Source: an optimization exercise on an open RTL-to-GDS flow (aim: small area). Production flows keep margins and buffers that such runs may drop. Only simulation tests tie the RTL to the original design; equivalence was not proved. No activity file was given, so power comes from the tool's default toggle rates. No driver is modelled on the clock port, so clocking that relies on it looks cheaper here than on a real chip.

==> design.v <==
package sensorPkg;
  typedef logic [11:0] rawPixel;
  typedef logic [15:0] pixelCoord;
  typedef logic [31:0] frameCount;
  localparam int rawLineLength = 64;
  localparam int grayLineLength = rawLineLength / 2;
endpackage
package filterPkg;
  localparam int grayBits = 12;
  typedef logic [grayBits-1:0] grayPixel;
  typedef logic [107:0] grayWindow;
  localparam grayPixel grayMax = 12'hfff;
  localparam int gaussShift = 4;
  typedef enum logic [2:0] {
    viewGray,
    viewGauss,
    viewVertEdge,
    viewHorizEdge,
    viewBothEdge,
    viewLaplace
  } viewMode;
endpackage
`timescale 1ns/1ps
module frameCapture (
  input  logic                 D5M_PIXLCLK,
  input  logic                 rstN,
  input  logic                 frameValid,
  input  logic                 lineValid,
  input  logic                 captureStart,
  input  logic                 captureEnd,
  output logic                 sampleValid,
  output logic                 colOdd,
  output logic                 quadDone,
  output logic                 gaussWin,
  output logic                 edgeWin,
  output sensorPkg::frameCount frameTotal,
  output logic                 capturing
);
  logic       fvalReg;
  logic       lvalReg;
  logic       startReg;
  logic       endReg;
  logic       fvalPrev;
  logic       lvalPrev;
  logic       startPending;
  logic       endPending;
  logic       rowOdd;
  logic [2:0] colHalf;
  logic [2:0] rowHalf;
  logic       frameRise;
  logic       frameFall;
  logic       lineFall;
  sensorPkg::frameCount frameNext;
  always_comb
  begin
    logic c;
    c = frameFall && capturing;
    for (int i = 0; i < 32; i++)
    begin
      frameNext[i] = frameTotal[i] ^ c;
      c = frameTotal[i] & c;
    end
  end
  assign frameRise   = fvalReg && !fvalPrev;
  assign frameFall   = !fvalReg && fvalPrev;
  assign lineFall    = !lvalReg && lvalPrev;
  assign sampleValid = fvalReg && lvalReg;
  assign quadDone = capturing && sampleValid && rowOdd && colOdd;
  assign gaussWin = quadDone && (colHalf[2] || colHalf[1]) && (rowHalf[2] || rowHalf[1]);
  assign edgeWin  = quadDone && colHalf[2] && rowHalf[2];
  always_ff @(posedge D5M_PIXLCLK or negedge rstN)
  begin
    if (!rstN)
    begin
      fvalReg      <= 1'b0;
      lvalReg      <= 1'b0;
      startReg     <= 1'b0;
      endReg       <= 1'b0;
      fvalPrev     <= 1'b0;
      lvalPrev     <= 1'b0;
      startPending <= 1'b0;
      endPending   <= 1'b0;
      capturing    <= 1'b0;
      frameTotal   <= '0;
    end
    else
    begin
      fvalReg  <= frameValid;
      lvalReg  <= lineValid;
      startReg <= captureStart;
      endReg   <= captureEnd;
      fvalPrev <= fvalReg;
      lvalPrev <= lvalReg;
      startPending <= startReg || (startPending && !frameRise);
      endPending   <= endReg || (endPending && !frameFall);
      if (frameRise && startPending)
        capturing <= 1'b1;
      else if (frameFall && endPending)
        capturing <= 1'b0;
      frameTotal <= frameNext;
    end
  end
  always_ff @(posedge D5M_PIXLCLK)
  begin
    if (!fvalReg)
    begin
      colOdd  <= 1'b0;
      colHalf <= '0;
      rowOdd  <= 1'b0;
      rowHalf <= '0;
    end
    else if (sampleValid)
    begin
      colOdd <= !colOdd;
      if (colOdd && !colHalf[2])
        colHalf <= colHalf + 1'b1;
    end
    else if (lineFall)
    begin
      colOdd  <= 1'b0;
      colHalf <= '0;
      rowOdd  <= !rowOdd;
      if (rowOdd && !rowHalf[2])
        rowHalf <= rowHalf + 1'b1;
    end
  end
endmodule
`timescale 1ns/1ps
module bayerGray (
  input  logic                 D5M_PIXLCLK,
  input  sensorPkg::rawPixel   sensorData,
  input  logic                 pairDone,
  output filterPkg::grayPixel  grayOut
);
  localparam int pairs = sensorPkg::grayLineLength;
  sensorPkg::rawPixel dataReg;
  sensorPkg::rawPixel prevSample;
  logic [12:0]        pairMem [pairs];
  logic [12:0]        pairSum;
  logic [13:0]        quadSum;
  always_comb
  begin
    logic c;
    c = 1'b0;
    for (int i = 0; i < 12; i++)
    begin
      pairSum[i] = prevSample[i] ^ dataReg[i] ^ c;
      c = (prevSample[i] & dataReg[i]) | (prevSample[i] & c) | (dataReg[i] & c);
    end
    pairSum[12] = c;
    c = 1'b0;
    for (int i = 0; i < 13; i++)
    begin
      quadSum[i] = pairMem[pairs - 1][i] ^ pairSum[i] ^ c;
      c = (pairMem[pairs - 1][i] & pairSum[i]) | (pairMem[pairs - 1][i] & c) | (pairSum[i] & c);
    end
    quadSum[13] = c;
  end
  assign grayOut = quadSum[13:2];
  always_ff @(posedge D5M_PIXLCLK)
  begin
    dataReg    <= sensorData;
    prevSample <= dataReg;
    if (pairDone)
    begin
      pairMem[0] <= pairSum;
      for (int i = 1; i < pairs; i++)
        pairMem[i] <= pairMem[i - 1];
    end
  end
endmodule
`timescale 1ns/1ps
module windowBuffer #(
  parameter int lineLength = sensorPkg::grayLineLength
) (
  input  logic                 D5M_PIXLCLK,
  input  filterPkg::grayPixel  pixelIn,
  input  logic                 pixelValid,
  output filterPkg::grayWindow window
);
  localparam int depth = 2 * lineLength + 3;
  filterPkg::grayPixel taps [depth];
  assign window = {taps[2 * lineLength + 2], taps[2 * lineLength + 1], taps[2 * lineLength],
                   taps[lineLength + 2],     taps[lineLength + 1],     taps[lineLength],
                   taps[2],                  taps[1],                  taps[0]};
  always_ff @(posedge D5M_PIXLCLK)
  begin
    if (pixelValid)
    begin
      taps[0] <= pixelIn;
      for (int i = 1; i < depth; i++)
        taps[i] <= taps[i - 1];
    end
  end
endmodule
`timescale 1ns/1ps
module gaussianBlur (
  input  filterPkg::grayWindow window,
  output filterPkg::grayPixel  gaussSum
);
  logic [11:0] px [9];
  always_comb
  begin
    for (int i = 0; i < 9; i++)
      px[i] = window[(8 - i) * filterPkg::grayBits +: filterPkg::grayBits];
  end
  logic g0, g1, g2, g3, g4, g5, g6, g7;
  logic g8, g9, g10, g11, g12, g13, g14, g15;
  logic g16, g17, g18, g19, g20, g21, g22, g23;
  logic g24, g25, g26, g27, g28, g29, g30, g31;
  logic g32, g33, g34, g35, g36, g37, g38, g39;
  logic g40, g41, g42, g43, g44, g45, g46, g47;
  logic g48, g49, g50, g51, g52, g53, g54, g55;
  logic g56, g57, g58, g59, g60, g61, g62, g63;
  logic g64, g65, g66, g67, g68, g69, g70, g71;
  logic g72, g73, g74, g75, g76, g77, g78, g79;
  logic g80, g81, g82, g83, g84, g85, g86, g87;
  logic g88, g89, g90, g91, g92, g93, g94, g95;
  logic g96, g97, g98, g99, g100, g101, g102, g103;
  logic g104, g105, g106, g107, g108, g109, g110, g111;
  logic g112, g113, g114, g115, g116, g117, g118, g119;
  logic g120, g121, g122, g123, g124, g125, g126, g127;
  logic g128, g129, g130, g131, g132, g133, g134, g135;
  logic g136, g137, g138, g139, g140, g141, g142, g143;
  logic g144, g145, g146, g147, g148, g149, g150, g151;
  logic g152, g153, g154, g155, g156, g157, g158, g159;
  logic g160, g161, g162, g163, g164, g165, g166, g167;
  logic g168, g169, g170, g171, g172, g173, g174, g175;
  logic g176, g177, g178, g179, g180, g181, g182, g183;
  logic g184, g185, g186, g187, g188, g189;
  fullAdd g0_fa (.a(px[0][1]), .b(px[2][1]), .c(px[6][1]), .s(g0), .co(g1));
  fullAdd g2_fa (.a(px[0][2]), .b(px[2][2]), .c(px[6][2]), .s(g2), .co(g3));
  fullAdd g4_fa (.a(px[8][2]), .b(px[1][1]), .c(px[3][1]), .s(g4), .co(g5));
  fullAdd g6_fa (.a(px[0][3]), .b(px[2][3]), .c(px[6][3]), .s(g6), .co(g7));
  fullAdd g8_fa (.a(px[8][3]), .b(px[1][2]), .c(px[3][2]), .s(g8), .co(g9));
  halfAdd g10_ha (.a(px[5][2]), .b(px[7][2]), .s(g10), .co(g11));
  fullAdd g12_fa (.a(px[0][4]), .b(px[2][4]), .c(px[6][4]), .s(g12), .co(g13));
  fullAdd g14_fa (.a(px[8][4]), .b(px[1][3]), .c(px[3][3]), .s(g14), .co(g15));
  fullAdd g16_fa (.a(px[5][3]), .b(px[7][3]), .c(px[4][2]), .s(g16), .co(g17));
  fullAdd g18_fa (.a(px[0][5]), .b(px[2][5]), .c(px[6][5]), .s(g18), .co(g19));
  fullAdd g20_fa (.a(px[8][5]), .b(px[1][4]), .c(px[3][4]), .s(g20), .co(g21));
  fullAdd g22_fa (.a(px[5][4]), .b(px[7][4]), .c(px[4][3]), .s(g22), .co(g23));
  fullAdd g24_fa (.a(px[0][6]), .b(px[2][6]), .c(px[6][6]), .s(g24), .co(g25));
  fullAdd g26_fa (.a(px[8][6]), .b(px[1][5]), .c(px[3][5]), .s(g26), .co(g27));
  fullAdd g28_fa (.a(px[5][5]), .b(px[7][5]), .c(px[4][4]), .s(g28), .co(g29));
  fullAdd g30_fa (.a(px[0][7]), .b(px[2][7]), .c(px[6][7]), .s(g30), .co(g31));
  fullAdd g32_fa (.a(px[8][7]), .b(px[1][6]), .c(px[3][6]), .s(g32), .co(g33));
  fullAdd g34_fa (.a(px[5][6]), .b(px[7][6]), .c(px[4][5]), .s(g34), .co(g35));
  fullAdd g36_fa (.a(px[0][8]), .b(px[2][8]), .c(px[6][8]), .s(g36), .co(g37));
  fullAdd g38_fa (.a(px[8][8]), .b(px[1][7]), .c(px[3][7]), .s(g38), .co(g39));
  fullAdd g40_fa (.a(px[5][7]), .b(px[7][7]), .c(px[4][6]), .s(g40), .co(g41));
  fullAdd g42_fa (.a(px[0][9]), .b(px[2][9]), .c(px[6][9]), .s(g42), .co(g43));
  fullAdd g44_fa (.a(px[8][9]), .b(px[1][8]), .c(px[3][8]), .s(g44), .co(g45));
  fullAdd g46_fa (.a(px[5][8]), .b(px[7][8]), .c(px[4][7]), .s(g46), .co(g47));
  fullAdd g48_fa (.a(px[0][10]), .b(px[2][10]), .c(px[6][10]), .s(g48), .co(g49));
  fullAdd g50_fa (.a(px[8][10]), .b(px[1][9]), .c(px[3][9]), .s(g50), .co(g51));
  fullAdd g52_fa (.a(px[5][9]), .b(px[7][9]), .c(px[4][8]), .s(g52), .co(g53));
  fullAdd g54_fa (.a(px[0][11]), .b(px[2][11]), .c(px[6][11]), .s(g54), .co(g55));
  fullAdd g56_fa (.a(px[8][11]), .b(px[1][10]), .c(px[3][10]), .s(g56), .co(g57));
  fullAdd g58_fa (.a(px[5][10]), .b(px[7][10]), .c(px[4][9]), .s(g58), .co(g59));
  fullAdd g60_fa (.a(px[1][11]), .b(px[3][11]), .c(px[5][11]), .s(g60), .co(g61));
  fullAdd g62_fa (.a(px[8][1]), .b(px[1][0]), .c(px[3][0]), .s(g62), .co(g63));
  fullAdd g64_fa (.a(px[5][1]), .b(px[7][1]), .c(px[4][0]), .s(g64), .co(g65));
  halfAdd g66_ha (.a(g1), .b(g2), .s(g66), .co(g67));
  fullAdd g68_fa (.a(px[4][1]), .b(g3), .c(g5), .s(g68), .co(g69));
  fullAdd g70_fa (.a(g6), .b(g8), .c(g10), .s(g70), .co(g71));
  fullAdd g72_fa (.a(g7), .b(g9), .c(g11), .s(g72), .co(g73));
  fullAdd g74_fa (.a(g12), .b(g14), .c(g16), .s(g74), .co(g75));
  fullAdd g76_fa (.a(g13), .b(g15), .c(g17), .s(g76), .co(g77));
  fullAdd g78_fa (.a(g18), .b(g20), .c(g22), .s(g78), .co(g79));
  fullAdd g80_fa (.a(g19), .b(g21), .c(g23), .s(g80), .co(g81));
  fullAdd g82_fa (.a(g24), .b(g26), .c(g28), .s(g82), .co(g83));
  fullAdd g84_fa (.a(g25), .b(g27), .c(g29), .s(g84), .co(g85));
  fullAdd g86_fa (.a(g30), .b(g32), .c(g34), .s(g86), .co(g87));
  fullAdd g88_fa (.a(g31), .b(g33), .c(g35), .s(g88), .co(g89));
  fullAdd g90_fa (.a(g36), .b(g38), .c(g40), .s(g90), .co(g91));
  fullAdd g92_fa (.a(g37), .b(g39), .c(g41), .s(g92), .co(g93));
  fullAdd g94_fa (.a(g42), .b(g44), .c(g46), .s(g94), .co(g95));
  fullAdd g96_fa (.a(g43), .b(g45), .c(g47), .s(g96), .co(g97));
  fullAdd g98_fa (.a(g48), .b(g50), .c(g52), .s(g98), .co(g99));
  fullAdd g100_fa (.a(g49), .b(g51), .c(g53), .s(g100), .co(g101));
  fullAdd g102_fa (.a(g54), .b(g56), .c(g58), .s(g102), .co(g103));
  fullAdd g104_fa (.a(px[7][11]), .b(px[4][10]), .c(g55), .s(g104), .co(g105));
  fullAdd g106_fa (.a(g57), .b(g59), .c(g60), .s(g106), .co(g107));
  halfAdd g108_ha (.a(px[0][0]), .b(px[2][0]), .s(g108), .co(g109));
  fullAdd g110_fa (.a(px[5][0]), .b(px[7][0]), .c(g0), .s(g110), .co(g111));
  fullAdd g112_fa (.a(g4), .b(g63), .c(g64), .s(g112), .co(g113));
  fullAdd g114_fa (.a(g65), .b(g67), .c(g68), .s(g114), .co(g115));
  fullAdd g116_fa (.a(g69), .b(g71), .c(g72), .s(g116), .co(g117));
  fullAdd g118_fa (.a(g73), .b(g75), .c(g76), .s(g118), .co(g119));
  fullAdd g120_fa (.a(g77), .b(g79), .c(g80), .s(g120), .co(g121));
  fullAdd g122_fa (.a(g81), .b(g83), .c(g84), .s(g122), .co(g123));
  fullAdd g124_fa (.a(g85), .b(g87), .c(g88), .s(g124), .co(g125));
  fullAdd g126_fa (.a(g89), .b(g91), .c(g92), .s(g126), .co(g127));
  fullAdd g128_fa (.a(g93), .b(g95), .c(g96), .s(g128), .co(g129));
  fullAdd g130_fa (.a(g97), .b(g99), .c(g100), .s(g130), .co(g131));
  fullAdd g132_fa (.a(g101), .b(g103), .c(g104), .s(g132), .co(g133));
  fullAdd g134_fa (.a(px[4][11]), .b(g61), .c(g105), .s(g134), .co(g135));
  halfAdd g136_ha (.a(px[6][0]), .b(px[8][0]), .s(g136), .co(g137));
  fullAdd g138_fa (.a(g62), .b(g109), .c(g110), .s(g138), .co(g139));
  fullAdd g140_fa (.a(g66), .b(g111), .c(g112), .s(g140), .co(g141));
  fullAdd g142_fa (.a(g70), .b(g113), .c(g114), .s(g142), .co(g143));
  fullAdd g144_fa (.a(g74), .b(g115), .c(g116), .s(g144), .co(g145));
  fullAdd g146_fa (.a(g78), .b(g117), .c(g118), .s(g146), .co(g147));
  fullAdd g148_fa (.a(g82), .b(g119), .c(g120), .s(g148), .co(g149));
  fullAdd g150_fa (.a(g86), .b(g121), .c(g122), .s(g150), .co(g151));
  fullAdd g152_fa (.a(g90), .b(g123), .c(g124), .s(g152), .co(g153));
  fullAdd g154_fa (.a(g94), .b(g125), .c(g126), .s(g154), .co(g155));
  fullAdd g156_fa (.a(g98), .b(g127), .c(g128), .s(g156), .co(g157));
  fullAdd g158_fa (.a(g102), .b(g129), .c(g130), .s(g158), .co(g159));
  fullAdd g160_fa (.a(g106), .b(g131), .c(g132), .s(g160), .co(g161));
  fullAdd g162_fa (.a(g107), .b(g133), .c(g134), .s(g162), .co(g163));
  assign g164 = g108 & g136;
  assign g165 = (g137 & g138) | (g137 & g164) | (g138 & g164);
  assign g166 = (g139 & g140) | (g139 & g165) | (g140 & g165);
  assign g167 = (g141 & g142) | (g141 & g166) | (g142 & g166);
  fullAdd g168_fa (.a(g143), .b(g144), .c(g167), .s(g168), .co(g169));
  fullAdd g170_fa (.a(g145), .b(g146), .c(g169), .s(g170), .co(g171));
  fullAdd g172_fa (.a(g147), .b(g148), .c(g171), .s(g172), .co(g173));
  fullAdd g174_fa (.a(g149), .b(g150), .c(g173), .s(g174), .co(g175));
  fullAdd g176_fa (.a(g151), .b(g152), .c(g175), .s(g176), .co(g177));
  fullAdd g178_fa (.a(g153), .b(g154), .c(g177), .s(g178), .co(g179));
  fullAdd g180_fa (.a(g155), .b(g156), .c(g179), .s(g180), .co(g181));
  fullAdd g182_fa (.a(g157), .b(g158), .c(g181), .s(g182), .co(g183));
  fullAdd g184_fa (.a(g159), .b(g160), .c(g183), .s(g184), .co(g185));
  fullAdd g186_fa (.a(g161), .b(g162), .c(g185), .s(g186), .co(g187));
  fullAdd g188_fa (.a(g135), .b(g163), .c(g187), .s(g188), .co(g189));
  assign gaussSum[0] = g168;
  assign gaussSum[1] = g170;
  assign gaussSum[2] = g172;
  assign gaussSum[3] = g174;
  assign gaussSum[4] = g176;
  assign gaussSum[5] = g178;
  assign gaussSum[6] = g180;
  assign gaussSum[7] = g182;
  assign gaussSum[8] = g184;
  assign gaussSum[9] = g186;
  assign gaussSum[10] = g188;
  assign gaussSum[11] = g189;
endmodule
`timescale 1ns/1ps
module fullAdd (
  input  logic a,
  input  logic b,
  input  logic c,
  output logic s,
  output logic co
);
  assign s  = a ^ b ^ c;
  assign co = (a & b) | (a & c) | (b & c);
endmodule
module halfAdd (
  input  logic a,
  input  logic b,
  output logic s,
  output logic co
);
  assign s  = a ^ b;
  assign co = a & b;
endmodule
module edgeLaplace (
  input  filterPkg::grayWindow window,
  output filterPkg::grayPixel  vertEdge,
  output filterPkg::grayPixel  horizEdge,
  output filterPkg::grayPixel  laplace
);
  logic [11:0] px [9];
  logic [14:0] vertSum;
  logic [14:0] horizSum;
  logic [15:0] lapNeg;
  function automatic logic [11:0] clampMag(input logic [15:0] value, input int width);
    logic neg;
    logic anyLow;
    logic big;
    neg = value[width - 1];
    anyLow = 1'b0;
    for (int i = 0; i < 12; i++)
    begin
      clampMag[i] = value[i] ^ (neg & anyLow);
      anyLow = anyLow | value[i];
    end
    big = 1'b0;
    for (int i = 12; i < width - 1; i++)
      big = big | (value[i] ^ neg);
    if (neg && !anyLow)
      big = 1'b1;
    if (big)
      clampMag = 12'hfff;
  endfunction
  always_comb
  begin
    for (int i = 0; i < 9; i++)
      px[i] = window[(8 - i) * filterPkg::grayBits +: filterPkg::grayBits];
  end
  logic e0, e1, e2, e3, e4, e5, e6, e7;
  logic e8, e9, e10, e11, e12, e13, e14, e15;
  logic e16, e17, e18, e19, e20, e21, e22, e23;
  logic e24, e25, e26, e27, e28, e29, e30, e31;
  logic e32, e33, e34, e35, e36, e37, e38, e39;
  logic e40, e41, e42, e43, e44, e45, e46, e47;
  logic e48, e49, e50, e51, e52, e53, e54, e55;
  logic e56, e57, e58, e59, e60, e61, e62, e63;
  logic e64, e65, e66, e67, e68, e69, e70, e71;
  logic e72, e73, e74, e75, e76, e77, e78, e79;
  logic e80, e81, e82, e83, e84, e85, e86, e87;
  logic e88, e89, e90, e91, e92, e93, e94, e95;
  logic e96, e97, e98, e99, e100, e101, e102, e103;
  logic e104, e105, e106, e107, e108, e109, e110, e111;
  logic e112, e113, e114, e115, e116, e117, e118, e119;
  logic e120, e121, e122, e123, e124, e125, e126, e127;
  logic e128, e129, e130, e131, e132, e133, e134, e135;
  logic e136, e137, e138, e139, e140, e141, e142, e143;
  logic e144, e145, e146, e147, e148, e149, e150, e151;
  logic e152, e153, e154, e155, e156, e157, e158, e159;
  logic e160, e161, e162, e163, e164, e165, e166, e167;
  logic e168, e169, e170, e171, e172, e173, e174, e175;
  logic e176, e177, e178, e179, e180, e181, e182, e183;
  logic e184, e185, e186, e187, e188, e189, e190, e191;
  logic e192, e193, e194, e195, e196, e197, e198, e199;
  logic e200, e201, e202, e203, e204, e205, e206, e207;
  logic e208, e209, e210, e211, e212, e213, e214, e215;
  logic e216, e217, e218, e219, e220, e221, e222, e223;
  logic e224, e225, e226, e227, e228, e229, e230, e231;
  logic e232, e233, e234, e235, e236, e237, e238, e239;
  logic e240, e241, e242, e243, e244, e245, e246, e247;
  logic e248, e249, e250, e251, e252, e253, e254, e255;
  logic e256, e257, e258, e259, e260, e261, e262, e263;
  logic e264, e265, e266, e267, e268, e269, e270, e271;
  logic e272, e273, e274, e275, e276, e277, e278, e279;
  logic e280, e281, e282, e283, e284, e285, e286, e287;
  logic e288, e289, e290, e291, e292, e293, e294, e295;
  logic e296, e297, e298, e299, e300, e301, e302, e303;
  logic e304, e305, e306, e307, e308, e309, e310, e311;
  logic e312, e313, e314, e315, e316, e317, e318, e319;
  logic e320, e321, e322, e323, e324, e325, e326, e327;
  logic e328, e329, e330, e331, e332, e333, e334, e335;
  logic e336, e337, e338, e339, e340, e341, e342, e343;
  logic e344, e345, e346, e347, e348, e349, e350, e351;
  logic e352, e353, e354, e355, e356, e357, e358, e359;
  logic e360, e361, e362, e363, e364, e365, e366, e367;
  logic e368, e369, e370, e371, e372, e373, e374, e375;
  logic e376, e377, e378, e379, e380, e381, e382, e383;
  logic e384, e385, e386, e387, e388, e389, e390, e391;
  logic e392, e393, e394, e395, e396, e397, e398, e399;
  logic e400, e401, e402, e403, e404, e405, e406, e407;
  logic e408, e409, e410;
  assign e0 = px[8][0] ^ px[0][0];
  assign e1 = px[8][0] | ~px[0][0];
  fullAdd e2_fa (.a(px[8][1]), .b(~px[0][1]), .c(e1), .s(e2), .co(e3));
  fullAdd e4_fa (.a(px[8][2]), .b(~px[0][2]), .c(e3), .s(e4), .co(e5));
  fullAdd e6_fa (.a(px[8][3]), .b(~px[0][3]), .c(e5), .s(e6), .co(e7));
  fullAdd e8_fa (.a(px[8][4]), .b(~px[0][4]), .c(e7), .s(e8), .co(e9));
  fullAdd e10_fa (.a(px[8][5]), .b(~px[0][5]), .c(e9), .s(e10), .co(e11));
  fullAdd e12_fa (.a(px[8][6]), .b(~px[0][6]), .c(e11), .s(e12), .co(e13));
  fullAdd e14_fa (.a(px[8][7]), .b(~px[0][7]), .c(e13), .s(e14), .co(e15));
  fullAdd e16_fa (.a(px[8][8]), .b(~px[0][8]), .c(e15), .s(e16), .co(e17));
  fullAdd e18_fa (.a(px[8][9]), .b(~px[0][9]), .c(e17), .s(e18), .co(e19));
  fullAdd e20_fa (.a(px[8][10]), .b(~px[0][10]), .c(e19), .s(e20), .co(e21));
  fullAdd e22_fa (.a(px[8][11]), .b(~px[0][11]), .c(e21), .s(e22), .co(e23));
  assign e24 = px[2][0] ^ px[6][0];
  assign e25 = px[2][0] | ~px[6][0];
  fullAdd e26_fa (.a(px[2][1]), .b(~px[6][1]), .c(e25), .s(e26), .co(e27));
  fullAdd e28_fa (.a(px[2][2]), .b(~px[6][2]), .c(e27), .s(e28), .co(e29));
  fullAdd e30_fa (.a(px[2][3]), .b(~px[6][3]), .c(e29), .s(e30), .co(e31));
  fullAdd e32_fa (.a(px[2][4]), .b(~px[6][4]), .c(e31), .s(e32), .co(e33));
  fullAdd e34_fa (.a(px[2][5]), .b(~px[6][5]), .c(e33), .s(e34), .co(e35));
  fullAdd e36_fa (.a(px[2][6]), .b(~px[6][6]), .c(e35), .s(e36), .co(e37));
  fullAdd e38_fa (.a(px[2][7]), .b(~px[6][7]), .c(e37), .s(e38), .co(e39));
  fullAdd e40_fa (.a(px[2][8]), .b(~px[6][8]), .c(e39), .s(e40), .co(e41));
  fullAdd e42_fa (.a(px[2][9]), .b(~px[6][9]), .c(e41), .s(e42), .co(e43));
  fullAdd e44_fa (.a(px[2][10]), .b(~px[6][10]), .c(e43), .s(e44), .co(e45));
  fullAdd e46_fa (.a(px[2][11]), .b(~px[6][11]), .c(e45), .s(e46), .co(e47));
  assign e48 = px[5][0] ^ px[3][0];
  assign e49 = px[5][0] | ~px[3][0];
  fullAdd e50_fa (.a(px[5][1]), .b(~px[3][1]), .c(e49), .s(e50), .co(e51));
  fullAdd e52_fa (.a(px[5][2]), .b(~px[3][2]), .c(e51), .s(e52), .co(e53));
  fullAdd e54_fa (.a(px[5][3]), .b(~px[3][3]), .c(e53), .s(e54), .co(e55));
  fullAdd e56_fa (.a(px[5][4]), .b(~px[3][4]), .c(e55), .s(e56), .co(e57));
  fullAdd e58_fa (.a(px[5][5]), .b(~px[3][5]), .c(e57), .s(e58), .co(e59));
  fullAdd e60_fa (.a(px[5][6]), .b(~px[3][6]), .c(e59), .s(e60), .co(e61));
  fullAdd e62_fa (.a(px[5][7]), .b(~px[3][7]), .c(e61), .s(e62), .co(e63));
  fullAdd e64_fa (.a(px[5][8]), .b(~px[3][8]), .c(e63), .s(e64), .co(e65));
  fullAdd e66_fa (.a(px[5][9]), .b(~px[3][9]), .c(e65), .s(e66), .co(e67));
  fullAdd e68_fa (.a(px[5][10]), .b(~px[3][10]), .c(e67), .s(e68), .co(e69));
  fullAdd e70_fa (.a(px[5][11]), .b(~px[3][11]), .c(e69), .s(e70), .co(e71));
  assign e72 = px[7][0] ^ px[1][0];
  assign e73 = px[7][0] | ~px[1][0];
  fullAdd e74_fa (.a(px[7][1]), .b(~px[1][1]), .c(e73), .s(e74), .co(e75));
  fullAdd e76_fa (.a(px[7][2]), .b(~px[1][2]), .c(e75), .s(e76), .co(e77));
  fullAdd e78_fa (.a(px[7][3]), .b(~px[1][3]), .c(e77), .s(e78), .co(e79));
  fullAdd e80_fa (.a(px[7][4]), .b(~px[1][4]), .c(e79), .s(e80), .co(e81));
  fullAdd e82_fa (.a(px[7][5]), .b(~px[1][5]), .c(e81), .s(e82), .co(e83));
  fullAdd e84_fa (.a(px[7][6]), .b(~px[1][6]), .c(e83), .s(e84), .co(e85));
  fullAdd e86_fa (.a(px[7][7]), .b(~px[1][7]), .c(e85), .s(e86), .co(e87));
  fullAdd e88_fa (.a(px[7][8]), .b(~px[1][8]), .c(e87), .s(e88), .co(e89));
  fullAdd e90_fa (.a(px[7][9]), .b(~px[1][9]), .c(e89), .s(e90), .co(e91));
  fullAdd e92_fa (.a(px[7][10]), .b(~px[1][10]), .c(e91), .s(e92), .co(e93));
  fullAdd e94_fa (.a(px[7][11]), .b(~px[1][11]), .c(e93), .s(e94), .co(e95));
  halfAdd e96_ha (.a(e2), .b(e26), .s(e96), .co(e97));
  fullAdd e98_fa (.a(e4), .b(e28), .c(e50), .s(e98), .co(e99));
  fullAdd e100_fa (.a(e6), .b(e30), .c(e52), .s(e100), .co(e101));
  fullAdd e102_fa (.a(e8), .b(e32), .c(e54), .s(e102), .co(e103));
  fullAdd e104_fa (.a(e10), .b(e34), .c(e56), .s(e104), .co(e105));
  fullAdd e106_fa (.a(e12), .b(e36), .c(e58), .s(e106), .co(e107));
  fullAdd e108_fa (.a(e14), .b(e38), .c(e60), .s(e108), .co(e109));
  fullAdd e110_fa (.a(e16), .b(e40), .c(e62), .s(e110), .co(e111));
  fullAdd e112_fa (.a(e18), .b(e42), .c(e64), .s(e112), .co(e113));
  fullAdd e114_fa (.a(e20), .b(e44), .c(e66), .s(e114), .co(e115));
  fullAdd e116_fa (.a(e22), .b(e46), .c(e68), .s(e116), .co(e117));
  fullAdd e118_fa (.a(e23), .b(e47), .c(e70), .s(e118), .co(e119));
  halfAdd e120_ha (.a(e0), .b(e24), .s(e120), .co(e121));
  fullAdd e122_fa (.a(e48), .b(e96), .c(e121), .s(e122), .co(e123));
  fullAdd e124_fa (.a(e97), .b(e98), .c(e123), .s(e124), .co(e125));
  fullAdd e126_fa (.a(e99), .b(e100), .c(e125), .s(e126), .co(e127));
  fullAdd e128_fa (.a(e101), .b(e102), .c(e127), .s(e128), .co(e129));
  fullAdd e130_fa (.a(e103), .b(e104), .c(e129), .s(e130), .co(e131));
  fullAdd e132_fa (.a(e105), .b(e106), .c(e131), .s(e132), .co(e133));
  fullAdd e134_fa (.a(e107), .b(e108), .c(e133), .s(e134), .co(e135));
  fullAdd e136_fa (.a(e109), .b(e110), .c(e135), .s(e136), .co(e137));
  fullAdd e138_fa (.a(e111), .b(e112), .c(e137), .s(e138), .co(e139));
  fullAdd e140_fa (.a(e113), .b(e114), .c(e139), .s(e140), .co(e141));
  fullAdd e142_fa (.a(e115), .b(e116), .c(e141), .s(e142), .co(e143));
  fullAdd e144_fa (.a(e117), .b(e118), .c(e143), .s(e144), .co(e145));
  fullAdd e146_fa (.a(e71), .b(e119), .c(e145), .s(e146), .co(e147));
  fullAdd e148_fa (.a(e2), .b(~e26), .c(e72), .s(e148), .co(e149));
  fullAdd e150_fa (.a(e4), .b(~e28), .c(e74), .s(e150), .co(e151));
  fullAdd e152_fa (.a(e6), .b(~e30), .c(e76), .s(e152), .co(e153));
  fullAdd e154_fa (.a(e8), .b(~e32), .c(e78), .s(e154), .co(e155));
  fullAdd e156_fa (.a(e10), .b(~e34), .c(e80), .s(e156), .co(e157));
  fullAdd e158_fa (.a(e12), .b(~e36), .c(e82), .s(e158), .co(e159));
  fullAdd e160_fa (.a(e14), .b(~e38), .c(e84), .s(e160), .co(e161));
  fullAdd e162_fa (.a(e16), .b(~e40), .c(e86), .s(e162), .co(e163));
  fullAdd e164_fa (.a(e18), .b(~e42), .c(e88), .s(e164), .co(e165));
  fullAdd e166_fa (.a(e20), .b(~e44), .c(e90), .s(e166), .co(e167));
  fullAdd e168_fa (.a(e22), .b(~e46), .c(e92), .s(e168), .co(e169));
  fullAdd e170_fa (.a(e23), .b(~e47), .c(e94), .s(e170), .co(e171));
  halfAdd e172_ha (.a(~e24), .b(~e0), .s(e172), .co(e173));
  fullAdd e174_fa (.a(e0), .b(e148), .c(e173), .s(e174), .co(e175));
  fullAdd e176_fa (.a(e149), .b(e150), .c(e175), .s(e176), .co(e177));
  fullAdd e178_fa (.a(e151), .b(e152), .c(e177), .s(e178), .co(e179));
  fullAdd e180_fa (.a(e153), .b(e154), .c(e179), .s(e180), .co(e181));
  fullAdd e182_fa (.a(e155), .b(e156), .c(e181), .s(e182), .co(e183));
  fullAdd e184_fa (.a(e157), .b(e158), .c(e183), .s(e184), .co(e185));
  fullAdd e186_fa (.a(e159), .b(e160), .c(e185), .s(e186), .co(e187));
  fullAdd e188_fa (.a(e161), .b(e162), .c(e187), .s(e188), .co(e189));
  fullAdd e190_fa (.a(e163), .b(e164), .c(e189), .s(e190), .co(e191));
  fullAdd e192_fa (.a(e165), .b(e166), .c(e191), .s(e192), .co(e193));
  fullAdd e194_fa (.a(e167), .b(e168), .c(e193), .s(e194), .co(e195));
  fullAdd e196_fa (.a(e169), .b(e170), .c(e195), .s(e196), .co(e197));
  fullAdd e198_fa (.a(e95), .b(e171), .c(e197), .s(e198), .co(e199));
  fullAdd e200_fa (.a(px[0][0]), .b(px[1][0]), .c(px[2][0]), .s(e200), .co(e201));
  fullAdd e202_fa (.a(px[0][1]), .b(px[1][1]), .c(px[2][1]), .s(e202), .co(e203));
  halfAdd e204_ha (.a(px[3][1]), .b(px[5][1]), .s(e204), .co(e205));
  fullAdd e206_fa (.a(px[0][2]), .b(px[1][2]), .c(px[2][2]), .s(e206), .co(e207));
  fullAdd e208_fa (.a(px[3][2]), .b(px[5][2]), .c(px[6][2]), .s(e208), .co(e209));
  assign e210 = ~(px[0][3] ^ px[1][3]);
  assign e211 = px[0][3] | px[1][3];
  fullAdd e212_fa (.a(px[2][3]), .b(px[3][3]), .c(px[5][3]), .s(e212), .co(e213));
  fullAdd e214_fa (.a(px[6][3]), .b(px[7][3]), .c(px[8][3]), .s(e214), .co(e215));
  fullAdd e216_fa (.a(px[0][4]), .b(px[1][4]), .c(px[2][4]), .s(e216), .co(e217));
  fullAdd e218_fa (.a(px[3][4]), .b(px[5][4]), .c(px[6][4]), .s(e218), .co(e219));
  fullAdd e220_fa (.a(px[7][4]), .b(px[8][4]), .c(~px[4][1]), .s(e220), .co(e221));
  fullAdd e222_fa (.a(px[0][5]), .b(px[1][5]), .c(px[2][5]), .s(e222), .co(e223));
  fullAdd e224_fa (.a(px[3][5]), .b(px[5][5]), .c(px[6][5]), .s(e224), .co(e225));
  fullAdd e226_fa (.a(px[7][5]), .b(px[8][5]), .c(~px[4][2]), .s(e226), .co(e227));
  fullAdd e228_fa (.a(px[0][6]), .b(px[1][6]), .c(px[2][6]), .s(e228), .co(e229));
  fullAdd e230_fa (.a(px[3][6]), .b(px[5][6]), .c(px[6][6]), .s(e230), .co(e231));
  fullAdd e232_fa (.a(px[7][6]), .b(px[8][6]), .c(~px[4][3]), .s(e232), .co(e233));
  fullAdd e234_fa (.a(px[0][7]), .b(px[1][7]), .c(px[2][7]), .s(e234), .co(e235));
  fullAdd e236_fa (.a(px[3][7]), .b(px[5][7]), .c(px[6][7]), .s(e236), .co(e237));
  fullAdd e238_fa (.a(px[7][7]), .b(px[8][7]), .c(~px[4][4]), .s(e238), .co(e239));
  fullAdd e240_fa (.a(px[0][8]), .b(px[1][8]), .c(px[2][8]), .s(e240), .co(e241));
  fullAdd e242_fa (.a(px[3][8]), .b(px[5][8]), .c(px[6][8]), .s(e242), .co(e243));
  fullAdd e244_fa (.a(px[7][8]), .b(px[8][8]), .c(~px[4][5]), .s(e244), .co(e245));
  fullAdd e246_fa (.a(px[0][9]), .b(px[1][9]), .c(px[2][9]), .s(e246), .co(e247));
  fullAdd e248_fa (.a(px[3][9]), .b(px[5][9]), .c(px[6][9]), .s(e248), .co(e249));
  fullAdd e250_fa (.a(px[7][9]), .b(px[8][9]), .c(~px[4][6]), .s(e250), .co(e251));
  fullAdd e252_fa (.a(px[0][10]), .b(px[1][10]), .c(px[2][10]), .s(e252), .co(e253));
  fullAdd e254_fa (.a(px[3][10]), .b(px[5][10]), .c(px[6][10]), .s(e254), .co(e255));
  fullAdd e256_fa (.a(px[7][10]), .b(px[8][10]), .c(~px[4][7]), .s(e256), .co(e257));
  fullAdd e258_fa (.a(px[0][11]), .b(px[1][11]), .c(px[2][11]), .s(e258), .co(e259));
  fullAdd e260_fa (.a(px[3][11]), .b(px[5][11]), .c(px[6][11]), .s(e260), .co(e261));
  fullAdd e262_fa (.a(px[7][11]), .b(px[8][11]), .c(~px[4][8]), .s(e262), .co(e263));
  fullAdd e264_fa (.a(px[3][0]), .b(px[5][0]), .c(px[6][0]), .s(e264), .co(e265));
  fullAdd e266_fa (.a(px[6][1]), .b(px[7][1]), .c(px[8][1]), .s(e266), .co(e267));
  halfAdd e268_ha (.a(e201), .b(e202), .s(e268), .co(e269));
  fullAdd e270_fa (.a(px[7][2]), .b(px[8][2]), .c(e203), .s(e270), .co(e271));
  fullAdd e272_fa (.a(e205), .b(e206), .c(e208), .s(e272), .co(e273));
  fullAdd e274_fa (.a(~px[4][0]), .b(e207), .c(e209), .s(e274), .co(e275));
  fullAdd e276_fa (.a(e210), .b(e212), .c(e214), .s(e276), .co(e277));
  fullAdd e278_fa (.a(e211), .b(e213), .c(e215), .s(e278), .co(e279));
  fullAdd e280_fa (.a(e216), .b(e218), .c(e220), .s(e280), .co(e281));
  fullAdd e282_fa (.a(e217), .b(e219), .c(e221), .s(e282), .co(e283));
  fullAdd e284_fa (.a(e222), .b(e224), .c(e226), .s(e284), .co(e285));
  fullAdd e286_fa (.a(e223), .b(e225), .c(e227), .s(e286), .co(e287));
  fullAdd e288_fa (.a(e228), .b(e230), .c(e232), .s(e288), .co(e289));
  fullAdd e290_fa (.a(e229), .b(e231), .c(e233), .s(e290), .co(e291));
  fullAdd e292_fa (.a(e234), .b(e236), .c(e238), .s(e292), .co(e293));
  fullAdd e294_fa (.a(e235), .b(e237), .c(e239), .s(e294), .co(e295));
  fullAdd e296_fa (.a(e240), .b(e242), .c(e244), .s(e296), .co(e297));
  fullAdd e298_fa (.a(e241), .b(e243), .c(e245), .s(e298), .co(e299));
  fullAdd e300_fa (.a(e246), .b(e248), .c(e250), .s(e300), .co(e301));
  fullAdd e302_fa (.a(e247), .b(e249), .c(e251), .s(e302), .co(e303));
  fullAdd e304_fa (.a(e252), .b(e254), .c(e256), .s(e304), .co(e305));
  fullAdd e306_fa (.a(e253), .b(e255), .c(e257), .s(e306), .co(e307));
  fullAdd e308_fa (.a(e258), .b(e260), .c(e262), .s(e308), .co(e309));
  fullAdd e310_fa (.a(~px[4][9]), .b(e259), .c(e261), .s(e310), .co(e311));
  halfAdd e312_ha (.a(px[7][0]), .b(px[8][0]), .s(e312), .co(e313));
  fullAdd e314_fa (.a(e204), .b(e265), .c(e266), .s(e314), .co(e315));
  fullAdd e316_fa (.a(e267), .b(e269), .c(e270), .s(e316), .co(e317));
  fullAdd e318_fa (.a(e271), .b(e273), .c(e274), .s(e318), .co(e319));
  fullAdd e320_fa (.a(e275), .b(e277), .c(e278), .s(e320), .co(e321));
  fullAdd e322_fa (.a(e279), .b(e281), .c(e282), .s(e322), .co(e323));
  fullAdd e324_fa (.a(e283), .b(e285), .c(e286), .s(e324), .co(e325));
  fullAdd e326_fa (.a(e287), .b(e289), .c(e290), .s(e326), .co(e327));
  fullAdd e328_fa (.a(e291), .b(e293), .c(e294), .s(e328), .co(e329));
  fullAdd e330_fa (.a(e295), .b(e297), .c(e298), .s(e330), .co(e331));
  fullAdd e332_fa (.a(e299), .b(e301), .c(e302), .s(e332), .co(e333));
  fullAdd e334_fa (.a(e303), .b(e305), .c(e306), .s(e334), .co(e335));
  fullAdd e336_fa (.a(e263), .b(e307), .c(e309), .s(e336), .co(e337));
  halfAdd e338_ha (.a(e200), .b(e264), .s(e338), .co(e339));
  fullAdd e340_fa (.a(e268), .b(e313), .c(e314), .s(e340), .co(e341));
  fullAdd e342_fa (.a(e272), .b(e315), .c(e316), .s(e342), .co(e343));
  fullAdd e344_fa (.a(e276), .b(e317), .c(e318), .s(e344), .co(e345));
  fullAdd e346_fa (.a(e280), .b(e319), .c(e320), .s(e346), .co(e347));
  fullAdd e348_fa (.a(e284), .b(e321), .c(e322), .s(e348), .co(e349));
  fullAdd e350_fa (.a(e288), .b(e323), .c(e324), .s(e350), .co(e351));
  fullAdd e352_fa (.a(e292), .b(e325), .c(e326), .s(e352), .co(e353));
  fullAdd e354_fa (.a(e296), .b(e327), .c(e328), .s(e354), .co(e355));
  fullAdd e356_fa (.a(e300), .b(e329), .c(e330), .s(e356), .co(e357));
  fullAdd e358_fa (.a(e304), .b(e331), .c(e332), .s(e358), .co(e359));
  fullAdd e360_fa (.a(e308), .b(e333), .c(e334), .s(e360), .co(e361));
  fullAdd e362_fa (.a(e310), .b(e335), .c(e336), .s(e362), .co(e363));
  fullAdd e364_fa (.a(~px[4][10]), .b(e311), .c(e337), .s(e364), .co(e365));
  halfAdd e366_ha (.a(e312), .b(e338), .s(e366), .co(e367));
  fullAdd e368_fa (.a(e339), .b(e340), .c(e367), .s(e368), .co(e369));
  fullAdd e370_fa (.a(e341), .b(e342), .c(e369), .s(e370), .co(e371));
  fullAdd e372_fa (.a(e343), .b(e344), .c(e371), .s(e372), .co(e373));
  fullAdd e374_fa (.a(e345), .b(e346), .c(e373), .s(e374), .co(e375));
  fullAdd e376_fa (.a(e347), .b(e348), .c(e375), .s(e376), .co(e377));
  fullAdd e378_fa (.a(e349), .b(e350), .c(e377), .s(e378), .co(e379));
  fullAdd e380_fa (.a(e351), .b(e352), .c(e379), .s(e380), .co(e381));
  halfAdd e382_ha (.a(e353), .b(e354), .s(e382), .co(e383));
  fullAdd e384_fa (.a(e355), .b(e356), .c(e383), .s(e384), .co(e385));
  fullAdd e386_fa (.a(e357), .b(e358), .c(e385), .s(e386), .co(e387));
  fullAdd e388_fa (.a(e359), .b(e360), .c(e387), .s(e388), .co(e389));
  fullAdd e390_fa (.a(e361), .b(e362), .c(e389), .s(e390), .co(e391));
  fullAdd e392_fa (.a(e363), .b(e364), .c(e391), .s(e392), .co(e393));
  fullAdd e394_fa (.a(~px[4][11]), .b(e365), .c(e393), .s(e394), .co(e395));
  assign e396 = e382 ^ e381;
  assign e397 = e384 ^ (e381 & e382);
  assign e398 = e382 & e384;
  assign e399 = e386 ^ (e381 & e398);
  assign e400 = e398 & e386;
  assign e401 = e388 ^ (e381 & e400);
  assign e402 = e400 & e388;
  assign e403 = e390 ^ (e381 & e402);
  assign e404 = e402 & e390;
  assign e405 = e392 ^ (e381 & e404);
  assign e406 = e404 & e392;
  assign e407 = e394 ^ (e381 & e406);
  assign e408 = e406 & e394;
  assign e409 = ~e395 ^ (e381 & e408);
  assign e410 = e408 & ~e395;
  assign vertSum[0] = e120;
  assign vertSum[1] = e122;
  assign vertSum[2] = e124;
  assign vertSum[3] = e126;
  assign vertSum[4] = e128;
  assign vertSum[5] = e130;
  assign vertSum[6] = e132;
  assign vertSum[7] = e134;
  assign vertSum[8] = e136;
  assign vertSum[9] = e138;
  assign vertSum[10] = e140;
  assign vertSum[11] = e142;
  assign vertSum[12] = e144;
  assign vertSum[13] = e146;
  assign vertSum[14] = ~e147;
  assign horizSum[0] = e172;
  assign horizSum[1] = e174;
  assign horizSum[2] = e176;
  assign horizSum[3] = e178;
  assign horizSum[4] = e180;
  assign horizSum[5] = e182;
  assign horizSum[6] = e184;
  assign horizSum[7] = e186;
  assign horizSum[8] = e188;
  assign horizSum[9] = e190;
  assign horizSum[10] = e192;
  assign horizSum[11] = e194;
  assign horizSum[12] = e196;
  assign horizSum[13] = e198;
  assign horizSum[14] = ~e199;
  assign lapNeg[0] = e366;
  assign lapNeg[1] = e368;
  assign lapNeg[2] = e370;
  assign lapNeg[3] = e372;
  assign lapNeg[4] = e374;
  assign lapNeg[5] = e376;
  assign lapNeg[6] = e378;
  assign lapNeg[7] = e380;
  assign lapNeg[8] = e396;
  assign lapNeg[9] = e397;
  assign lapNeg[10] = e399;
  assign lapNeg[11] = e401;
  assign lapNeg[12] = e403;
  assign lapNeg[13] = e405;
  assign lapNeg[14] = e407;
  assign lapNeg[15] = e409;
  assign vertEdge  = clampMag(16'(vertSum), 15);
  assign horizEdge = clampMag(16'(horizSum), 15);
  assign laplace   = clampMag(lapNeg, 16);
endmodule
`timescale 1ns/1ps
module cameraFilterTop (
  input  logic                 D5M_PIXLCLK,
  input  logic                 rstN,
  input  sensorPkg::rawPixel   sensorData,
  input  logic                 frameValid,
  input  logic                 lineValid,
  input  logic                 captureStart,
  input  logic                 captureEnd,
  input  logic [2:0]           mode,
  output filterPkg::grayPixel  viewPixel,
  output logic                 viewValid,
  output sensorPkg::frameCount frameTotal,
  output logic                 capturing
);
  logic                 sampleValid;
  logic                 colOdd;
  logic                 quadDone;
  logic                 gaussWin;
  logic                 edgeWin;
  filterPkg::grayPixel  grayOut;
  filterPkg::grayWindow gaussWindow;
  filterPkg::grayPixel  gaussSum;
  filterPkg::grayPixel  gaussOut;
  filterPkg::grayWindow edgeWindow;
  filterPkg::grayPixel  vertEdge;
  filterPkg::grayPixel  horizEdge;
  filterPkg::grayPixel  laplace;
  filterPkg::grayPixel  selPixel;
  logic                 selValid;
  logic [1:0]           pixelCode [2];
  logic [1:0]           gaussPipe [2];
  logic [1:0]           edgePipe;
  logic                 grayValid;
  logic                 gaussValid;
  logic                 edgeValid;
  assign grayValid  = pixelCode[1][1] || pixelCode[1][0];
  assign gaussValid = gaussPipe[1][1];
  assign edgeValid  = edgePipe[1];
  frameCapture capture (
    .D5M_PIXLCLK(D5M_PIXLCLK), .rstN(rstN),
    .frameValid(frameValid), .lineValid(lineValid),
    .captureStart(captureStart), .captureEnd(captureEnd),
    .sampleValid(sampleValid), .colOdd(colOdd), .quadDone(quadDone),
    .gaussWin(gaussWin), .edgeWin(edgeWin),
    .frameTotal(frameTotal), .capturing(capturing)
  );
  bayerGray gray (
    .D5M_PIXLCLK(D5M_PIXLCLK), .sensorData(sensorData),
    .pairDone(sampleValid && colOdd), .grayOut(grayOut)
  );
  windowBuffer #(.lineLength(sensorPkg::grayLineLength)) gaussLines (
    .D5M_PIXLCLK(D5M_PIXLCLK), .pixelIn(grayOut), .pixelValid(quadDone),
    .window(gaussWindow)
  );
  gaussianBlur gauss (.window(gaussWindow), .gaussSum(gaussSum));
  windowBuffer #(.lineLength(sensorPkg::grayLineLength - 2)) edgeLines (
    .D5M_PIXLCLK(D5M_PIXLCLK), .pixelIn(gaussOut), .pixelValid(gaussValid),
    .window(edgeWindow)
  );
  edgeLaplace edges (
    .window(edgeWindow), .vertEdge(vertEdge), .horizEdge(horizEdge),
    .laplace(laplace)
  );
  always_ff @(posedge D5M_PIXLCLK)
  begin
    if (grayValid)
      gaussOut <= gaussSum;
  end
  always_ff @(posedge D5M_PIXLCLK or negedge rstN)
  begin
    if (!rstN)
    begin
      pixelCode[0] <= '0;
      pixelCode[1] <= '0;
      gaussPipe[0] <= '0;
      gaussPipe[1] <= '0;
      edgePipe     <= '0;
    end
    else
    begin
      pixelCode[0] <= {gaussWin, quadDone && (edgeWin || !gaussWin)};
      pixelCode[1] <= pixelCode[0];
      gaussPipe[0] <= {pixelCode[1][1], pixelCode[1][1] && pixelCode[1][0]};
      gaussPipe[1] <= gaussPipe[0];
      edgePipe     <= {edgePipe[0], gaussPipe[1][0]};
    end
  end
  always_comb
  begin
    selPixel = '0;
    selValid = 1'b0;
    case (mode)
      3'd0:
      begin
        selPixel = gaussWindow[11:0];
        selValid = grayValid;
      end
      3'd1:
      begin
        selPixel = gaussOut;
        selValid = gaussValid;
      end
      3'd2:
      begin
        selPixel = vertEdge;
        selValid = edgeValid;
      end
      3'd3:
      begin
        selPixel = horizEdge;
        selValid = edgeValid;
      end
      3'd4:
      begin
        selPixel = vertEdge | horizEdge;
        selValid = edgeValid;
      end
      3'd5:
      begin
        selPixel = laplace;
        selValid = edgeValid;
      end
      default:
      begin
        selPixel = '0;
        selValid = 1'b0;
      end
    endcase
  end
  always_ff @(posedge D5M_PIXLCLK)
  begin
    viewPixel <= selPixel;
  end
  always_ff @(posedge D5M_PIXLCLK or negedge rstN)
  begin
    if (!rstN)
      viewValid <= 1'b0;
    else
      viewValid <= selValid;
  end
endmodule
==> flow/run.sh <==
#!/bin/bash
# The standard layout (standard.sh, unchanged synthesis and steps), with two
# arguments of its own: ports are buffered with the smallest buffer, and the
# clock tree is built from larger sink clusters without dummy balancing loads.
# The whole make output goes to layout.log in the work folder; ORFS keeps each
# step's log under orfs/logs/.
set -euo pipefail
cd "$(dirname "$0")/.."
export BUFFER_PORTS_ARGS="-buffer_cell sky130_fd_sc_hd__buf_1"
export CTS_ARGS="-sink_clustering_enable -repair_clock_nets -sink_clustering_size 32 -sink_clustering_max_diameter 100 -dont_use_dummy_load -sink_clustering_buffer sky130_fd_sc_hd__clkbuf_16 -buf_list sky130_fd_sc_hd__clkbuf_8"
status=0
bash standard.sh > layout.log 2>&1 || status=$?
tail -n 20 layout.log
exit $status
==> standard.sh <==
#!/bin/bash
# synth_recipe.tcl (not shown) runs the flow's synth.tcl, then flattens the netlist and writes it again
# the make line also repeats each setting of config.mk as NAME=value (left out here)
make -C /OpenROAD-flow-scripts/flow DESIGN_CONFIG=/design/flow/config.mk WORK_HOME=/design/flow/orfs CLKGATE_MAP_FILE= SYNTH_SCRIPT=/design/flow/synth_recipe.tcl "${@:-finish}"
==> config.mk <==
export PLATFORM = sky130hd
export DESIGN_NAME = cameraFilterTop
export DESIGN_NICKNAME = cameraFilterTop
export VERILOG_FILES = /design/flow/design.v
export SDC_FILE = /design/flow/constraint.sdc
export NUM_CORES = 4
export LEC_CHECK = 0
export CAP_MARGIN = 20
export CORE_MARGIN = 2
export CORE_UTILIZATION = 40
export CTS_CLUSTER_DIAMETER = 90
export CTS_CLUSTER_SIZE = 30
export SLEW_MARGIN = 20
export SYNTH_HIERARCHICAL = 1
export SYNTH_MINIMUM_KEEP_SIZE = 0
==> constraint.sdc <==
create_clock -name core_clock -period 10.0 [get_ports {D5M_PIXLCLK}]
set_input_delay 2.0000 -clock core_clock [delete_from_list [all_inputs] [get_ports {D5M_PIXLCLK}]]
set_output_delay 2.0000 -clock core_clock [all_outputs]
set_load 0.01 [all_outputs]
==> impl_metrics.toml, run 1 <==
[logic_synthesis]
synthCells = 2866
ys_types = 54
synthesis.nets = 3235
ys_dominant_reg_cell = "edfxtp_1"
yosysWarnings = 22
synth_edf_count = 1988
syn_area_um2 = 71000
synth-async-reset-ratio = 0.0250
synth.avg_cell_area_um2 = 24.8
seq_area_frac_synth = 0.872
synth_seq_cells = 2084

[timing]
slew_viol_final = 0
setup_viol = 0
slew_headroom = 0.259
hold_viol = 0
worstMarginPinSlew_ps = 1110
fin_crit_sh = 0.881
fin_crit_ps = 8810
rsz0062_at_grt = "no"
max_clock_freq_ghz = 0.113
fin_skew_ps = 92.8

[power]
switchingPower_mw = 2.45
clockPowerShare = 0.273
share_comb_of_total_power = 0.012
sequentialPowerShare = 0.715
p_leak_nw = 22.3
switching_share = 0.184
total_power_mw = 13.3
ir_drop_mv = 0.135
p_int_mw = 10.9
power_density_nw_per_um2 = 175

[grt]
antenna_found_initial = 6
grt-ovfl-total = 0
grt_usage = 0.104
grt_max_degree = 192
grt_pass1_wl_um = 146000
grt_pass1_vias = 24500

[floorplanning]
io_pins = 67
core-area_um2 = 176000
dieWidth_um = 425
die-area_um2 = 181000
rows = 154
start_util = 0.403
fp.dieH_um = 425

[flow_run]
drv_cap = 0

[cts]
clkTransAtPathRegs_ps = 110
clock_latency_ps = 880
cts_resized = 0
post-cts-setup-buffers = 0
cts-buffers-inserted = 78
clock_path_buffers = 3
holdBufCountCts = 0
clock_sinks = 2084
htreeDepth = 3
tritoncts = "yes"
root_buffer = "clkbuf_8"

[finish]
nNetsFinal = 3375
stdcell_area_um2 = 76100
final_common_cell = "edfxtp_1"
drive_gt1_frac = 0.0403
syn_to_final_growth_pct = 7.22
final_cells = 5349
most-common-layout-cells = "edfxtp_1 (1988), fa_1 (295), inv_1 (89), clkbuf_16 (69), buf_1 (64)"

[worst_setup_path]
crit_buf_inv = 3
critPathKind = "reg -> reg"
required_ps = 10700
worst-endpoint-arrival_ps = 9510
cp_common_cell = "fa_1"
max_stage_delay_ps = 630
cpLargestDelayFamily = "adder cells"
crit_fanout = 13
end_kind = "register"
cp-start-kind = "register"
crit_path_top_delay_cell = "fa_1"

[drt]
wirelength_um = 93800
highest_layer = "met4"
via_per_inst = 4.57
drtPass1Iterations = 5
wl_met2_um = 40900
routedWlPerCell_um = 17.5
post-route-drc-count = 0
drtIter0Drc = 2225
wl_met1_um = 47900
ant_nets = 0
routed-via-count = 24400
wl_met3_um = 3090

[placed_design]
placedCellCount = 5265
place.gp.congestion = 0.780
port_buffers = 66
place_area_um2 = 74200
dp_hpwl_um = 55300

[min_path]
min_path_type = "reg -> reg"

[outcome]
status = "complete, no violations"
## modules after synthesis (local to each module, per instance), excerpt
module           copies in the design  area, um^2  cells inside
edgeLaplace                         1        1440           266
fullAdd                           273        20.0             1
bayerGray                           1       13400           466
frameCapture                        1        1860           126
halfAdd                            13        12.5             1
cameraFilterTop                     1        1600           141
gaussianBlur                        1         146            21
## Yosys cell counts (2+ instances only)
cell | n | area share
o221ai_1 | 2 | 0.00025
a31oi_1 | 4 | 0.00035
nor3_1 | 10 | 0.00071
dfrtp_1 | 52 | 0.018
or2_2 | 3 | 0.00026
nand3_1 | 9 | 0.00063
dfxtp_1 | 44 | 0.012
and2_1 | 5 | 0.00044
or4_1 | 3 | 0.00032
fa_1 | 295 | 0.083
o21a_1 | 2 | 0.00021
xor2_1 | 3 | 0.00037
clkbuf_1 | 6 | 0.00032
inv_1 | 89 | 0.0047
o21ai_0 | 16 | 0.0011
a41oi_1 | 3 | 0.00037
nor2b_1 | 15 | 0.0013
edfxtp_1 | 1988 | 0.84
buf_6 | 8 | 0.0013
nor3b_1 | 3 | 0.00032
mux2i_1 | 25 | 0.0035
nor4_1 | 2 | 0.00018
and3_1 | 2 | 0.00018
and2b_1 | 2 | 0.00021
buf_2 | 3 | 0.00021
nor2_1 | 51 | 0.0027
o22ai_1 | 12 | 0.0011
a21boi_0 | 2 | 0.00021
ha_1 | 53 | 0.0093
xnor2_1 | 31 | 0.0038
o21ai_1 | 6 | 0.00042
a21oi_1 | 16 | 0.0011
or3_1 | 5 | 0.00044
nand2b_1 | 6 | 0.00053
nand4_1 | 2 | 0.00018
nand2_1 | 47 | 0.0025
a21o_1 | 13 | 0.0014
buf_4 | 12 | 0.0013
## state kept, by name (all words and copies together), names as in the netlist, 2 cells and up
| signal | count |
|---|---|
| gaussLines.taps | 804 |
| capture.frameTotal | 32 |
| capture.colHalf | 3 |
| edgePipe | 2 |
| viewPixel | 12 |
| gray.dataReg | 12 |
| gaussPipe | 4 |
| gray.prevSample | 12 |
| capture.rowHalf | 3 |
| pixelCode | 4 |
| gaussOut | 12 |
| edgeLines.taps | 756 |
| gray.pairMem | 416 |
## metrics by stage
stage,worst slack (ps),util,TNS [ps],hold WS (ps)
6_report,1190,0.432,0,362
5_1_grt,678,0.432,0,363
4_1_cts,1070,0.432,0,360
3_5_place_dp,1070,0.421,0,336
3_3_place_gp,1260,0.421,0,332
2_1_floorplan,-3260,-,-2760130,331
## power groups by stage
stage	sequential [mW]	combinational, mW	clock, mW
2_1_floorplan	9.73	0.0886	0
3_3_place_gp	9.71	0.161	0
3_5_place_dp	9.71	0.165	0
4_1_cts	9.52	0.165	3.86
5_1_grt	9.52	0.179	4.09
6_report	9.51	0.158	3.64
## worst paths after layout
check,startpoint,endpoint,slack [ps],depth (start not counted)
max reg2reg,edgeLines.taps[60][0],viewPixel[7],1190,26
min in group asynchronous,rstN,capture.frameTotal[20],1220,2
min reg2reg,gaussLines.taps[43][10],gaussLines.taps[44][10],360,0
max in group asynchronous,rstN,gaussPipe[1][1],8180,2
min,gaussLines.taps[43][10],gaussLines.taps[44][10],360,0
max,edgeLines.taps[60][0],viewPixel[7],1190,26
## cell families (layout without fill, tap and decap cells)
group	after synthesis	in the layout	share of synthesized area
multiplexers	26	26	0.00369
adder cells (fa/ha/maj)	348	348	0.0926
AO/OA/AOI/OAI	81	81	0.00721
flip-flops	2084	2084	0.872
AND/OR/NAND/NOR	175	175	0.0125
buffers and inverters	118	256	0.00778
other	0	5	0
XOR/XNOR	34	34	0.00420
## area by class of cell
class | instances | area, um^2
inverter | 89 | 334
antenna | 5 | 12.5
timing repair buffer | 89 | 527
clock buffer | 78 | 1850
tap | 2340 | 2930
fill | 14900 | 100000
sequential | 2084 | 61900
multi-input combinational | 664 | 8550
## routing by layer
| layer | vias to the layer above | GRT usage |
|---|---|---|
| li1 | 11100 | - |
| met1 | 13000 | 0.167 |
| met2 | 265 | 0.147 |
| met3 | 105 | 0.0189 |
| met4 | 0 | 0.0242 |
| met5 | - | 0 |
==> run 2: changes to the inputs <==
==> run.sh (new file) <==
#!/bin/bash
# synth_recipe.tcl (not shown) runs the flow's synth.tcl, then flattens the netlist and writes it again
# the make line also repeats each setting of config.mk as NAME=value (left out here)
make -C /OpenROAD-flow-scripts/flow DESIGN_CONFIG=/design/flow/config.mk WORK_HOME=/design/flow/orfs CLKGATE_MAP_FILE= SYNTH_SCRIPT=/design/flow/synth_recipe.tcl finish
removed: flow/run.sh
removed: standard.sh
==> impl_metrics.toml, run 2 <==
[cts]
holdBufCountCts = 0
root_buffer = "clkbuf_16"
clkTransAtPathRegs_ps = 110
clock_path_buffers = 3
tritoncts = "yes"
cts_resized = 0
post-cts-setup-buffers = 0
clock_latency_ps = 750
clock_sinks = 2084
cts-buffers-inserted = 82
htreeDepth = 3

[drt]
routed-via-count = 24600
via_per_inst = 4.56
wirelength_um = 93300
drtPass1Iterations = 5
drtIter0Drc = 2478
post-route-drc-count = 0
routedWlPerCell_um = 17.3
ant_nets = 0

[timing]
worstMarginPinSlew_ps = 1180
setup_viol = 0
rsz0062_at_grt = "no"
fin_crit_sh = 0.894
slew_viol_final = 0
slew_headroom = 0.210
fin_crit_ps = 8940
fin_skew_ps = 71.6
max_clock_freq_ghz = 0.112
hold_viol = 0

[logic_synthesis]
seq_area_frac_synth = 0.872
ys_types = 54
synth_edf_count = 1988
yosysWarnings = 22
syn_area_um2 = 71000
ys_dominant_reg_cell = "edfxtp_1"
yosys-top-cells-area = "edfxtp_1 (84%), fa_1 (8.3%), dfrtp_1 (1.8%)"
synthesis.nets = 3235
yosysMostFrequentCell = "edfxtp_1"
yosysTopAreaCell = "edfxtp_1"
synthCells = 2866
yosys-top-cells-count = "edfxtp_1 (1988), fa_1 (295), inv_1 (89)"
synth.avg_cell_area_um2 = 24.8
synth_seq_cells = 2084
synth-async-reset-ratio = 0.0250
synth_top_area_frac = 0.841

[finish]
top_register = "gaussLines.taps"
regArea_um2 = 61900
drive_gt1_frac = 0.0453
multi_input_area_um2 = 8550
final_common_cell = "edfxtp_1"
syn_to_final_growth_pct = 8.62
final_core_util = 0.438
n_fill_cell = 14800
stdcell_area_um2 = 77100
most-common-layout-cells = "edfxtp_1 (1988), fa_1 (295), inv_1 (89), clkbuf_16 (83), clkdlybuf4s50_1 (64)"
nNetsFinal = 3375
top_regs = "gaussLines.taps x804, edgeLines.taps x756, gray.pairMem x416"
largest_register_ffs = 804

[floorplanning]
dieWidth_um = 425
rows = 154
die-area_um2 = 181000
start_util = 0.403
fp.dieH_um = 425
core-area_um2 = 176000
io_pins = 67

[placed_design]
place.gp.congestion = 0.792
place_area_um2 = 74600
dp_hpwl_um = 54900
port_buffers = 66

[worst_setup_path]
ff2ff_setup_slack_ps = 1060
crit_fanout = 13
end_kind = "register"
required_ps = 10660
cp-start-kind = "register"
worst-endpoint-arrival_ps = 9610
critPathKind = "reg -> reg"

[flow_run]
drv_cap = 0

[grt]
grt_pass1_vias = 24500
grt_usage = 0.104
antenna_found_initial = 2
grt_max_degree = 210
grt-ovfl-total = 0
grt_pass1_wl_um = 145000

[power]
p_leak_nw = 22.7
power_density_nw_per_um2 = 179
ir_drop_mv = 0.161

[min_path]
min_path_type = "reg -> reg"

[outcome]
status = "complete, no violations"
run 2: path summary, 6_finish.rpt:
path	startpoint	end	cells past startpoint
max	edgeLines.taps[0][0]	viewPixel[2]	25
min	gaussPipe[0][0]	gaussPipe[1][0]	0
max reg2reg	edgeLines.taps[0][0]	viewPixel[2]	25
min reg2reg	gaussPipe[0][0]	gaussPipe[1][0]	0
max in group asynchronous	rstN	capture.capturing	2
min in group asynchronous	rstN	capture.frameTotal[16]	2
run 2: layer usage:
| layer | global-route usage | wire length, um | vias to the layer above |
|---|---|---|---|
| met5 | 0 | 0 | - |
| met4 | 0.0322 | 2540 | 0 |
| met3 | 0.0186 | 2850 | 115 |
| met2 | 0.146 | 40700 | 269 |
| met1 | 0.164 | 47300 | 13100 |
| li1 | - | - | 11100 |
run 2: through the flow:
| stage | setup WS [ps] | instances | total power, mW | hold WS [ps] | setup TNS, ps |
|---|---|---|---|---|---|
| 5_1_grt | 585 | 5386 | 14.3 | 366 | 0 |
| 6_report | 1060 | 5389 | 13.8 | 361 | 0 |
| 4_1_cts | 1050 | 5384 | 14.0 | 362 | 0 |
| 2_1_floorplan | -3260 | 2866 | 9.82 | 331 | -2760130 |
| 3_3_place_gp | 1230 | 5260 | 9.89 | 334 | 0 |
| 3_5_place_dp | 1020 | 5260 | 9.90 | 336 | 0 |
run 2: cell families after synthesis:
kind of cell / synth area share
adder cells (fa/ha/maj): 0.0926
multiplexers: 0.00369
AND/OR/NAND/NOR: 0.0125
buffers and inverters: 0.00778
flip-flops: 0.872
XOR/XNOR: 0.00420
AO/OA/AOI/OAI: 0.00721
run 2: power breakdown:
| group | switching [mW] | internal [mW] |
|---|---|---|
| clock network | 2.47 | 1.62 |
| logic | 0.105 | 0.0737 |
| registers | 0.0280 | 9.49 |
run 2: cell type report:
type,count,share of cell area
sequential,2084,0.803
multi-input combinational,664,0.111
tap,2340,0.0380
clock buffer,108,0.0282
timing repair buffer,85,0.0121
inverter,89,0.00433
clock inverter,16,0.00344
antenna,3,0.0000974
run 2: Yosys stat by module, one instance, submodules excluded, a selection:
module	area [um^2]	copies in the design
bayerGray	13400	1
cameraFilterTop	1600	1
edgeLaplace	1440	1
frameCapture	1860	1
fullAdd	20.0	273
gaussianBlur	146	1
halfAdd	12.5	13
run 2: critical path, cell delays in order (launching register included):
cell and delay, ps:
edfxtp_1 430, inv_1 80, ha_1 150, inv_1 50
fa_1 380, fa_1 400, fa_1 390, fa_1 410
fa_1 390, fa_1 410, fa_1 410, fa_1 400
fa_1 410, fa_1 400, fa_1 510, fa_1 530
fa_1 420, fa_1 400, fa_1 590, nor2b_1 240
a21oi_1 110, a21oi_1 690, nand2_1 190, mux2i_1 190
o22ai_1 100, a21o_1 180

## afterwards: timing with drivers on the ports
No port has a modelled driver above. Below, the same layouts with a new extraction and two added sets of constraints.
Step 1 sets driving cells, clkbuf_16 on the clock port and buf_2 on the other inputs (assumed; they add their load-dependent delay and slew).
Step 2 times the ports against the registers' clock, not the clock port: input delays grow and output delays shrink by t, the midpoint of the rising clock arrivals with the driver on.
a / b / c = no drivers / after step 1 / after step 2; a / b = the first two.
run	t (ns)	slack for setup (ns)	worst hold slack (ns)	clock arrival spread, ns	worst register clock-pin slew, ns
run 1	0.905	1.187 / 1.187 / 1.187	0.362 / 0.362 / 0.362	0.168 / 0.168	0.12 / 0.12
run 2	0.793	1.055 / 1.055 / 1.055	0.361 / 0.361 / 0.361	0.073 / 0.073	0.11 / 0.11
After both steps setup and hold are still met in every run listed.
